Background: an optimization exercise with open tools, aiming at small area, a short achievable clock period and few clock cycles per item. Do not read the settings as production practice.
The RTL was checked by simulation tests, not by an equivalence proof against the original design.

==> module cache_2way, before the edit <==
module cache_2way #(
	parameter int WIDTH = 128,
	parameter int DEPTH = 4,
	localparam int BYTES = WIDTH / 8
) (
	input  logic             clk,
	input  logic             reset,
	input  cache_pkg::addr_t addr,
	input  logic             read_write,
	input  logic             master_enable,
	input  logic [BYTES-1:0] byte_enable,
	input  logic [WIDTH-1:0] data_in,
	output logic [WIDTH-1:0] data_out,
	output logic             hit,
	output logic             mem_write_req,
	output cache_pkg::addr_t mem_write_addr,
	output logic [WIDTH-1:0] mem_write_data,
	input  logic             mem_write_ack,
	output logic             mem_read_req,
	output cache_pkg::addr_t mem_read_addr,
	input  logic [WIDTH-1:0] mem_read_data,
	input  logic             mem_read_ack
);
	localparam int OFF_W = $clog2(BYTES);
	localparam int IDX_W = $clog2(DEPTH);
	localparam int TAG_W = cache_pkg::ADDR_W - OFF_W - IDX_W;
	logic [1:0][TAG_W-1:0] tags  [DEPTH];
	logic [1:0][WIDTH-1:0] lines [DEPTH];
	logic [DEPTH-1:0][1:0] valid;
	logic [DEPTH-1:0][1:0] dirty;
	logic                  wb_done;    
	logic                  fill_held;  
	logic [WIDTH-1:0]      fill_buf;
	logic [IDX_W-1:0]      idx;
	logic [TAG_W-1:0]      tag;
	logic                  is_write;
	logic [1:0]            set_dirty;
	logic [1:0][TAG_W-1:0] set_tag;
	logic [WIDTH-1:0]      lru_line;   
	logic [DEPTH-1:0][1:0] match;
	logic [DEPTH-1:0]      set_victim_dirty;
	logic [1:0]            slot_hit;
	logic                  lookup_hit;
	logic                  victim_dirty;
	logic                  fill_ok;
	logic                  wb_ok;
	logic                  commit;
	logic [IDX_W-1:0]      last_idx;   
	logic [WIDTH-1:0]      line_new;
	assign idx      = addr[OFF_W +: IDX_W];
	assign tag      = addr[cache_pkg::ADDR_W-1 -: TAG_W];
	assign is_write = (read_write == cache_pkg::OP_WRITE);
	assign set_dirty = dirty[idx];
	assign set_tag   = tags[idx];
	assign lru_line  = lines[idx][1];
	for (genvar s = 0; s < DEPTH; s++) begin : g_cmp
		for (genvar w = 0; w < 2; w++) begin : g_slot
			assign match[s][w] = valid[s][w] && (idx == s) && (tags[s][w] == tag);
		end
		assign set_victim_dirty[s] = (idx == s) && valid[s][1] && dirty[s][1];
	end
	always_comb begin
		slot_hit = '0;
		for (int s = 0; s < DEPTH; s++)
			slot_hit = slot_hit | match[s];
	end
	assign lookup_hit   = |slot_hit;
	assign victim_dirty = |set_victim_dirty;
	assign mem_write_req  = master_enable && !lookup_hit && victim_dirty && !wb_done;
	assign mem_write_addr = {set_tag[1], idx, {OFF_W{1'b0}}};
	assign mem_write_data = lru_line;
	assign mem_read_req   = master_enable && !lookup_hit && !fill_held;
	assign mem_read_addr  = {addr[cache_pkg::ADDR_W-1:OFF_W], {OFF_W{1'b0}}};
	assign fill_ok = fill_held || mem_read_ack;
	assign wb_ok   = !victim_dirty || wb_done || mem_write_ack;
	assign hit     = lookup_hit || (fill_ok && wb_ok);
	assign commit  = master_enable && hit;
	always_comb begin
		for (int b = 0; b < BYTES; b++) begin
			logic wbe;
			wbe = is_write && byte_enable[b];
			line_new[8*b +: 8] = ({8{!reset && wbe}} & data_in[8*b +: 8])
				| ({8{!reset && !wbe && slot_hit[1]}} & lru_line[8*b +: 8])
				| ({8{!reset && !wbe && !lookup_hit && !fill_held}} & mem_read_data[8*b +: 8])
				| ({8{!reset && !wbe && !lookup_hit && fill_held}} & fill_buf[8*b +: 8]);
		end
	end
	for (genvar s = 0; s < DEPTH; s++) begin : g_set
		logic              mru_we;  
		logic              lru_we;  
		logic [BYTES-1:0]  byte_we;
		assign mru_we = (commit && (idx == s)) || (reset && s == 0);
		assign lru_we = commit && (idx == s) && !slot_hit[0];
		for (genvar b = 0; b < BYTES; b++) begin : g_byte
			assign byte_we[b] = mru_we && (!slot_hit[0] || (is_write && byte_enable[b]) || reset);
			always_ff @(posedge clk) begin
				if (byte_we[b])
					lines[s][0][8*b +: 8] <= line_new[8*b +: 8];
			end
		end
		always_ff @(posedge clk) begin
			if (mru_we) begin
				tags[s][0]  <= tag;
				dirty[s][0] <= is_write || (|(slot_hit & set_dirty));
			end
			if (lru_we) begin
				lines[s][1] <= lines[s][0];
				tags[s][1]  <= tags[s][0];
				dirty[s][1] <= dirty[s][0];
			end
		end
		always_ff @(posedge clk) begin
			if (reset) begin
				valid[s] <= '0;
			end else begin
				if (mru_we)
					valid[s][0] <= 1'b1;
				if (lru_we)
					valid[s][1] <= valid[s][0];
			end
		end
	end
	always_ff @(posedge clk) begin
		if (mem_read_ack)
			fill_buf <= mem_read_data;
	end
	always_ff @(posedge clk) begin
		if (reset || commit) begin
			wb_done   <= 1'b0;
			fill_held <= 1'b0;
		end else begin
			if (mem_write_req && mem_write_ack)
				wb_done <= 1'b1;
			if (mem_read_req && mem_read_ack)
				fill_held <= 1'b1;
		end
	end
	always_ff @(posedge clk) begin
		if (reset)
			last_idx <= '0;
		else if (commit)
			last_idx <= idx;
	end
	assign data_out = lines[last_idx][0];
endmodule
export LEC_CHECK = 0
export CAP_MARGIN = 20
export CORE_MARGIN = 2
export CORE_UTILIZATION = 55
export SETUP_SLACK_MARGIN = 1.5
export SLEW_MARGIN = 20
export TNS_END_PERCENT = 5
create_clock -name core_clock -period 5.5 [get_ports {clk}]
standard.sh (not shown) runs the stock make flow with config.mk's settings and CLKGATE_MAP_FILE= SYNTH_SCRIPT=/design/flow/synth_recipe.tcl, a recipe that flattens the netlist after the stock synthesis.
==> flow/flow/run.sh <==
#!/bin/bash
# The standard layout, with two changes made through ORFS's own variables:
# - ports are buffered with the smallest buffer (buf_1) rather than the
#   delay buffer buffer_ports picks by default; timing repair still sizes
#   them up where paths need it;
# - clock tree synthesis clusters more sinks per leaf buffer and inserts no
#   dummy loads.
# Each make run writes its full output to a log of its own here, besides
# ORFS's per-step logs under orfs/logs.
set -euo pipefail
export BUFFER_PORTS_ARGS="-buffer_cell sky130_fd_sc_hd__buf_1"
export CTS_ARGS="-sink_clustering_enable -repair_clock_nets -dont_use_dummy_load -sink_clustering_size 26 -sink_clustering_max_diameter 80"
bash standard.sh > standard.log 2>&1
The baseline produced a clean layout.
Testbench counts at the start, summed over its fixed seeds: cycles 43,878, items 24,000.
Rerun with:
--- a/flow/design.v
+++ b/flow/design.v
@@ -51,76 +51,65 @@
 	logic [WIDTH-1:0]      fill_buf;
 	logic [IDX_W-1:0]      idx;
 	logic [TAG_W-1:0]      tag;
 	logic                  is_write;
 	logic [1:0]            set_dirty;
 	logic [1:0][TAG_W-1:0] set_tag;
-	logic [WIDTH-1:0]      lru_line;   
+	logic [1:0][WIDTH-1:0] set_line;
 	logic [DEPTH-1:0][1:0] match;
 	logic [DEPTH-1:0]      set_victim_dirty;
 	logic [1:0]            slot_hit;
 	logic                  lookup_hit;
 	logic                  victim_dirty;
 	logic                  fill_ok;
 	logic                  wb_ok;
 	logic                  commit;
-	logic [IDX_W-1:0]      last_idx;   
 	logic [WIDTH-1:0]      line_new;
 	assign idx      = addr[OFF_W +: IDX_W];
 	assign tag      = addr[cache_pkg::ADDR_W-1 -: TAG_W];
 	assign is_write = (read_write == cache_pkg::OP_WRITE);
 	assign set_dirty = dirty[idx];
 	assign set_tag   = tags[idx];
-	assign lru_line  = lines[idx][1];
+	assign set_line  = lines[idx];
 	for (genvar s = 0; s < DEPTH; s++) begin : g_cmp
 		for (genvar w = 0; w < 2; w++) begin : g_slot
-			assign match[s][w] = valid[s][w] && (idx == s) && (tags[s][w] == tag);
+			assign match[s][w] = valid[s][w] && (tags[s][w] == tag);
 		end
-		assign set_victim_dirty[s] = (idx == s) && valid[s][1] && dirty[s][1];
+		assign set_victim_dirty[s] = valid[s][1] && dirty[s][1];
 	end
-	always_comb begin
-		slot_hit = '0;
-		for (int s = 0; s < DEPTH; s++)
-			slot_hit = slot_hit | match[s];
-	end
+	assign slot_hit     = match[idx];
 	assign lookup_hit   = |slot_hit;
-	assign victim_dirty = |set_victim_dirty;
+	assign victim_dirty = set_victim_dirty[idx];
 	assign mem_write_req  = master_enable && !lookup_hit && victim_dirty && !wb_done;
 	assign mem_write_addr = {set_tag[1], idx, {OFF_W{1'b0}}};
-	assign mem_write_data = lru_line;
+	assign mem_write_data = set_line[1];
 	assign mem_read_req   = master_enable && !lookup_hit && !fill_held;
 	assign mem_read_addr  = {addr[cache_pkg::ADDR_W-1:OFF_W], {OFF_W{1'b0}}};
 	assign fill_ok = fill_held || mem_read_ack;
 	assign wb_ok   = !victim_dirty || wb_done || mem_write_ack;
 	assign hit     = lookup_hit || (fill_ok && wb_ok);
 	assign commit  = master_enable && hit;
 	always_comb begin
 		for (int b = 0; b < BYTES; b++) begin
 			logic wbe;
 			wbe = is_write && byte_enable[b];
-			line_new[8*b +: 8] = ({8{!reset && wbe}} & data_in[8*b +: 8])
-				| ({8{!reset && !wbe && slot_hit[1]}} & lru_line[8*b +: 8])
-				| ({8{!reset && !wbe && !lookup_hit && !fill_held}} & mem_read_data[8*b +: 8])
-				| ({8{!reset && !wbe && !lookup_hit && fill_held}} & fill_buf[8*b +: 8]);
+			line_new[8*b +: 8] = ({8{wbe}} & data_in[8*b +: 8])
+				| ({8{!wbe && slot_hit[0]}} & set_line[0][8*b +: 8])
+				| ({8{!wbe && slot_hit[1]}} & set_line[1][8*b +: 8])
+				| ({8{!wbe && !lookup_hit && !fill_held}} & mem_read_data[8*b +: 8])
+				| ({8{!wbe && !lookup_hit && fill_held}} & fill_buf[8*b +: 8]);
 		end
 	end
 	for (genvar s = 0; s < DEPTH; s++) begin : g_set
-		logic              mru_we;  
-		logic              lru_we;  
-		logic [BYTES-1:0]  byte_we;
-		assign mru_we = (commit && (idx == s)) || (reset && s == 0);
-		assign lru_we = commit && (idx == s) && !slot_hit[0];
-		for (genvar b = 0; b < BYTES; b++) begin : g_byte
-			assign byte_we[b] = mru_we && (!slot_hit[0] || (is_write && byte_enable[b]) || reset);
-			always_ff @(posedge clk) begin
-				if (byte_we[b])
-					lines[s][0][8*b +: 8] <= line_new[8*b +: 8];
-			end
-		end
+		logic mru_we;  
+		logic lru_we;  
+		assign mru_we = commit && (idx == s);
+		assign lru_we = mru_we && !slot_hit[0];
 		always_ff @(posedge clk) begin
 			if (mru_we) begin
+				lines[s][0] <= line_new;
 				tags[s][0]  <= tag;
 				dirty[s][0] <= is_write || (|(slot_hit & set_dirty));
 			end
 			if (lru_we) begin
 				lines[s][1] <= lines[s][0];
 				tags[s][1]  <= tags[s][0];
@@ -152,12 +141,11 @@
 			if (mem_read_req && mem_read_ack)
 				fill_held <= 1'b1;
 		end
 	end
 	always_ff @(posedge clk) begin
 		if (reset)
-			last_idx <= '0;
+			data_out <= '0;
 		else if (commit)
-			last_idx <= idx;
+			data_out <= line_new;  
 	end
-	assign data_out = lines[last_idx][0];
 endmodule
Wire length goes up by 4.4%. Cell area goes up by about 8%. Count of clock-buffer cells in the layout grows by 6. Die area went up by about 9%. Maximum frequency falls by about 1.2%. Core utilization came out lower by 1.1 points. Via count came out higher by about 11%. Synthesized cell count goes up by 18%. Cell count increases by 12%.
Testbench counts after the change, summed over its fixed seeds: cycles 43,878, items 24,000.

==> port drivers added, routing unchanged <==
How much do the figures lean on ideal ports? The routed layouts below were timed once more, with nothing changed but the port constraints. Step 1, drivers: a clkbuf_16 drives clk and a buf_2 each remaining input, both assumed. Step 2 times the ports against the registers' clock, not the clock port: input delays grow and output delays shrink by t, the midpoint of the rising clock arrivals with the driver on. Three values: ideal, step 1, step 2; two values: the first two.
run | t, ns | slack for setup (ns) | clock arrival spread, ns | slew at the worst register clock pin (ns)
the first run | 0.714 | 1.443 / 1.223 / 0.855 | 0.045 / 0.045 | 0.11 / 0.11
the second run | 0.736 | 1.393 / 1.242 / 0.855 | 0.049 / 0.049 | 0.10 / 0.10
After both steps setup and hold are still met in every run listed. The setup slack of the first run, which loses most, moves by -0.220 ns with the drivers and by -0.588 ns with both steps.
